This is an optimization exercise on Yosys and OpenROAD, whose aim is small area, not a production implementation.
Function was checked by simulation only, so behaviour that the tests miss may differ from the original.

==> inputs of v12 <==
Design izh_neuron_array, start of the top module:
module izh_neuron_array #(
    parameter int NUM_CH   = 6,
    parameter int W        = 12,
    parameter int CH_BITS  = 3
) (
    input  logic                clk,
    input  logic                reset,
    input  logic                enable,
    input  logic                input_enable,
    input  logic [NUM_CH*8-1:0] stimulus_in,
    input  logic                load_mode,
    input  logic                serial_data,
    input  logic [CH_BITS-1:0]  mon_sel,
    output logic [7:0]          membrane_out,
    output logic [NUM_CH-1:0]   spike_out,
    output logic                params_ready,
    output logic                frame_done,
    output logic                addr_err,
    output logic [2:0]          debug_state
);
    localparam int FW = CH_BITS + 4 * W;
    localparam logic [W-1:0] V_RST = W'(V_INIT);
    function automatic logic [2:0] sub6(input logic [2:0] x, input logic [2:0] y);
        logic [3:0] t;
        t = {1'b0, x} - {1'b0, y};
        sub6 = t[3] ? 3'(t + 4'd6) : t[2:0];
    endfunction
    izh_pkg::ld_state_t   state_q;
    logic [5:0]           cnt_q;
    logic [FW-1:0]        frame_q;
    logic [W-1:0]         rv [NUM_CH];
    logic [W-1:0]         ru [NUM_CH];
    logic [W-1:0]         ra [NUM_CH];
    logic [W-1:0]         rb [NUM_CH];
    logic [W-1:0]         rc [NUM_CH];
    logic [W-1:0]         rd [NUM_CH];
    logic [NUM_CH-1:0]    rdy_q;
    logic [NUM_CH-1:0]    tch_q;
    logic [NUM_CH-1:0]    scan_oh;
    logic [NUM_CH-1:0]    spike_q;
    logic [2:0]           scan_q;
    logic                 adv, commit, addr_ok;
    logic [2:0]           scan_nx, mon_idx, mon_pos;
    logic                 rdy0, tch0;
    logic [W-1:0]         dp_vin, dp_uin, dp_v, dp_u, mon_v;
    logic                 dp_spike;
    logic [7:0]           dp_stim;
    assign adv     = enable && input_enable;
    assign addr_ok = (frame_q[FW-1 -: 3] < 3'd6);
    assign commit  = enable && (state_q == LD_COMMIT) && addr_ok;
    assign scan_nx = !adv ? scan_q : (scan_q == 3'd5) ? 3'd0 : scan_q + 3'd1;
    assign dp_stim = stimulus_in[{scan_q, 3'b000} +: 8];
    assign rdy0    = |(rdy_q & scan_oh);
    assign tch0    = |(tch_q & scan_oh);
    assign dp_vin  = tch0 ? rv[0] : V_RST;
    assign dp_uin  = tch0 ? ru[0] : '0;
    izh_update_dp u_dp (
        .v      (dp_vin),
        .u      (dp_uin),
  ...
make LEC_CHECK=0 ABC_AREA=1 CAP_MARGIN=5 CORE_MARGIN=2 CORE_UTILIZATION=70 CTS_BUF_LIST=sky130_fd_sc_hd__clkbuf_8 CTS_CLUSTER_DIAMETER=60 CTS_CLUSTER_SIZE=16 SLEW_MARGIN=5 SYNTH_HIERARCHICAL=1 finish   # period 18.0 ns
run.sh (not shown) runs the stock make flow with config.mk's settings and CLKGATE_MAP_FILE= SYNTH_SCRIPT=/design/flow/synth_recipe.tcl, a recipe that flattens the netlist after the stock synthesis.
==> inputs of v23, as changes to v12 <==
==> flow/flow/run.sh (new file) <==
#!/bin/bash
# Own flow: the standard layout (standard.sh), with two changes:
#  - Yosys's ABC technology mapping of the combinational logic uses an area-oriented
#    script (&nf with area recovery) instead of ORFS's delay-oriented "map -B 0.9".
#    Registers, their names and cell types are untouched (dfflibmap runs before ABC).
#  - clock tree synthesis does not add dummy load cells.
set -euo pipefail
W=$(pwd)
rm -rf "$W/orfs_scripts"
cp -r "$FLOW_HOME/scripts" "$W/orfs_scripts"
printf '&get -n\n&st\n&dch\n&nf -R 1000\n&put\ntopo\n' > "$W/orfs_scripts/abc_area.script"
export SCRIPTS_DIR="$W/orfs_scripts"
export CTS_ARGS="-sink_clustering_enable -repair_clock_nets -buf_list sky130_fd_sc_hd__clkbuf_8 -sink_clustering_size 16 -sink_clustering_max_diameter 60 -dont_use_dummy_load"
bash "$W/standard.sh" > "$W/standard_flow.log" 2>&1
==> flow/standard.sh (new file) <==
#!/bin/bash
# synth_recipe.tcl (not shown) runs the flow's synth.tcl, then flattens the netlist and writes it again
# the make line also repeats each setting of config.mk as NAME=value (left out here)
make -C /OpenROAD-flow-scripts/flow DESIGN_CONFIG=/design/flow/config.mk WORK_HOME=/design/flow/orfs CLKGATE_MAP_FILE= SYNTH_SCRIPT=/design/flow/synth_recipe.tcl "${@:-finish}"
CAP_MARGIN = 20   (was 5)
CORE_UTILIZATION = 65   (was 70)
SLEW_MARGIN = 20   (was 5)
removed: flow/run.sh
==> inputs of v31, as changes to v12 <==
--- a/flow/design.v
+++ b/flow/design.v
@@ -6,23 +6,31 @@
         LD_COMMIT = 2'd3
     } ld_state_t;
     localparam int V_TH     = 30;
     localparam int V_INIT   = -65;
 endpackage
 module izh_update_dp (
-    input  logic [11:0] v,
-    input  logic [11:0] u,
+    input  logic [11:0] v_cur,
+    input  logic [11:0] u_cur,
+    input  logic [11:0] v_last,
+    input  logic [11:0] u_last,
+    input  logic        touched,
+    input  logic        ready,
+    input  logic        adv,
     input  logic [11:0] a,
     input  logic [11:0] b,
     input  logic [11:0] c,
     input  logic [11:0] d,
     input  logic [7:0]  stim,
-    output logic [11:0] v_next,
-    output logic [11:0] u_next,
+    output logic [11:0] v_d,
+    output logic [11:0] u_d,
     output logic        spike
 );
+    logic [11:0] v, u, v_next, u_next;
+    assign v = touched ? v_cur : 12'hfbf;
+    assign u = touched ? u_cur : 12'h000;
     wire n0 = v[0] & v[1];
     wire n1 = v[0] & v[2];
     wire n2 = v[0] & v[3];
     wire n3 = v[0] & v[4];
     wire n4 = v[0] & v[5];
     wire n5 = v[0] & v[6];
@@ -1035,12 +1043,18 @@
             u_next = u_j;
         end else begin
             v_next = t_lo ? 12'h800 : T[12:1];
             u_next = u_n;
         end
     end
+    logic s_hd, s_up, s_cp;
+    assign s_hd = !adv;
+    assign s_up = adv && ready;
+    assign s_cp = adv && !ready;
+    assign v_d = ({12{s_hd}} & v_last) | ({12{s_up}} & v_next) | ({12{s_cp}} & v_cur);
+    assign u_d = ({12{s_hd}} & u_last) | ({12{s_up}} & u_next) | ({12{s_cp}} & u_cur);
 endmodule
 module izh_fa (input logic a, input logic b, input logic c, output logic s, output logic co);
     assign s  = a ^ b ^ c;
     assign co = (a & b) | (a & c) | (b & c);
 endmodule
 module izh_ha (input logic a, input logic b, output logic s, output logic co);
@@ -1089,34 +1103,37 @@
     logic [NUM_CH-1:0]    scan_oh;
     logic [NUM_CH-1:0]    spike_q;
     logic [2:0]           scan_q;
     logic                 adv, commit, addr_ok;
     logic [2:0]           scan_nx, mon_idx, mon_pos;
     logic                 rdy0, tch0;
-    logic [W-1:0]         dp_vin, dp_uin, dp_v, dp_u, mon_v;
+    logic [W-1:0]         dp_v, dp_u, mon_v;
     logic                 dp_spike;
     logic [7:0]           dp_stim;
     assign adv     = enable && input_enable;
     assign addr_ok = (frame_q[FW-1 -: 3] < 3'd6);
     assign commit  = enable && (state_q == LD_COMMIT) && addr_ok;
     assign scan_nx = !adv ? scan_q : (scan_q == 3'd5) ? 3'd0 : scan_q + 3'd1;
     assign dp_stim = stimulus_in[{scan_q, 3'b000} +: 8];
     assign rdy0    = |(rdy_q & scan_oh);
     assign tch0    = |(tch_q & scan_oh);
-    assign dp_vin  = tch0 ? rv[0] : V_RST;
-    assign dp_uin  = tch0 ? ru[0] : '0;
     izh_update_dp u_dp (
-        .v      (dp_vin),
-        .u      (dp_uin),
+        .v_cur  (rv[0]),
+        .u_cur  (ru[0]),
+        .v_last (rv[NUM_CH-1]),
+        .u_last (ru[NUM_CH-1]),
+        .touched(tch0),
+        .ready  (rdy0),
+        .adv    (adv),
         .a      (pa),
         .b      (pb),
         .c      (pc),
         .d      (pd),
         .stim   (dp_stim),
-        .v_next (dp_v),
-        .u_next (dp_u),
+        .v_d    (dp_v),
+        .u_d    (dp_u),
         .spike  (dp_spike)
     );
     assign spike_out   = spike_q;
     assign debug_state = {1'b0, state_q};
     always_ff @(posedge clk) begin
         if (reset) begin
@@ -1177,25 +1194,21 @@
         if (reset) begin
             rdy_q <= '0;
         end else begin
             rdy_q <= rdy_q | p_ld;
         end
     end
-    logic s_hd, s_up, s_cp;
-    assign s_hd = !adv;
-    assign s_up = adv && rdy0;
-    assign s_cp = adv && !rdy0;
     always_ff @(posedge clk) begin
         if (adv) begin
             for (int j = 0; j < NUM_CH - 1; j++) begin
                 rv[j] <= rv[j + 1];
                 ru[j] <= ru[j + 1];
             end
         end
-        rv[NUM_CH-1] <= ({W{s_hd}} & rv[NUM_CH-1]) | ({W{s_up}} & dp_v) | ({W{s_cp}} & rv[0]);
-        ru[NUM_CH-1] <= ({W{s_hd}} & ru[NUM_CH-1]) | ({W{s_up}} & dp_u) | ({W{s_cp}} & ru[0]);
+        rv[NUM_CH-1] <= dp_v;
+        ru[NUM_CH-1] <= dp_u;
     end
     always_ff @(posedge clk) begin
         if (reset) begin
             tch_q   <= '0;
             spike_q <= '0;
             scan_q  <= '0;
==> flow/flow/run.sh (new file) <==
#!/bin/bash
# Own flow: the standard layout (standard.sh), with two changes:
#  - Yosys's ABC technology mapping of the combinational logic uses an area-oriented
#    script (&nf with area recovery) instead of ORFS's delay-oriented "map -B 0.9".
#    Registers, their names and cell types are untouched (dfflibmap runs before ABC).
#  - clock tree synthesis does not add dummy load cells.
set -euo pipefail
W=$(pwd)
rm -rf "$W/orfs_scripts"
cp -r "$FLOW_HOME/scripts" "$W/orfs_scripts"
printf '&get -n\n&st\n&dch\n&nf -R 1000\n&put\ntopo\n' > "$W/orfs_scripts/abc_area.script"
export SCRIPTS_DIR="$W/orfs_scripts"
export CTS_ARGS="-sink_clustering_enable -repair_clock_nets -buf_list sky130_fd_sc_hd__clkbuf_8 -sink_clustering_size 16 -sink_clustering_max_diameter 60 -dont_use_dummy_load"
bash "$W/standard.sh" > "$W/standard_flow.log" 2>&1
==> flow/standard.sh (new file) <==
#!/bin/bash
# synth_recipe.tcl (not shown) runs the flow's synth.tcl, then flattens the netlist and writes it again
# the make line also repeats each setting of config.mk as NAME=value (left out here)
make -C /OpenROAD-flow-scripts/flow DESIGN_CONFIG=/design/flow/config.mk WORK_HOME=/design/flow/orfs CLKGATE_MAP_FILE= SYNTH_SCRIPT=/design/flow/synth_recipe.tcl "${@:-finish}"
CAP_MARGIN = 20   (was 5)
CORE_UTILIZATION = 65   (was 70)
SLEW_MARGIN = 20   (was 5)
removed: flow/run.sh
==> notes <==
- Register-to-register slack is about the same in v12 and v23.
- Synthesized cell count: v12 > v23 > v31.
- Critical path depth: v12 is higher than v23 (2).
- Against v12, the utilization of v31 is lower by 3.4 points.
- In v23 the die area is larger than in v12, by 1.1%.
- In v23 the cell area is higher than in v31, by 0.51%.
- Non-clock buffer count, highest first: v23, v31, v12.
- Worst setup slack: v12 is worse than v31 (0.13 ns).

[re-timing with driven ports]
How much do the figures lean on ideal ports? The routed layouts below were timed once more, with nothing changed but the port constraints.
Step 1 sets driving cells, clkbuf_16 on the clock port and buf_2 on the other inputs (assumed; they add their load-dependent delay and slew).
Step 2 times the ports against the registers' clock, not the clock port: input delays grow and output delays shrink by t, the midpoint of the rising clock arrivals with the driver on.
a / b / c = ideal / step 1 / step 2; a / b = the first two.
run	t (ns)	setup slack, ns	worst hold slack (ns)	worst setup path after step 2	worst data-port slew with drivers (ns)
v12	0.684	0.520 / 0.520 / 0.520	0.408 / 0.408 / 0.408	register to register	0.05
v23	0.598	0.532 / 0.532 / 0.532	0.362 / 0.362 / 0.362	register to register	0.05
v31	0.636	0.653 / 0.653 / 0.653	0.366 / 0.366 / 0.366	register to register	0.04
After both steps every run listed still meets setup and hold.
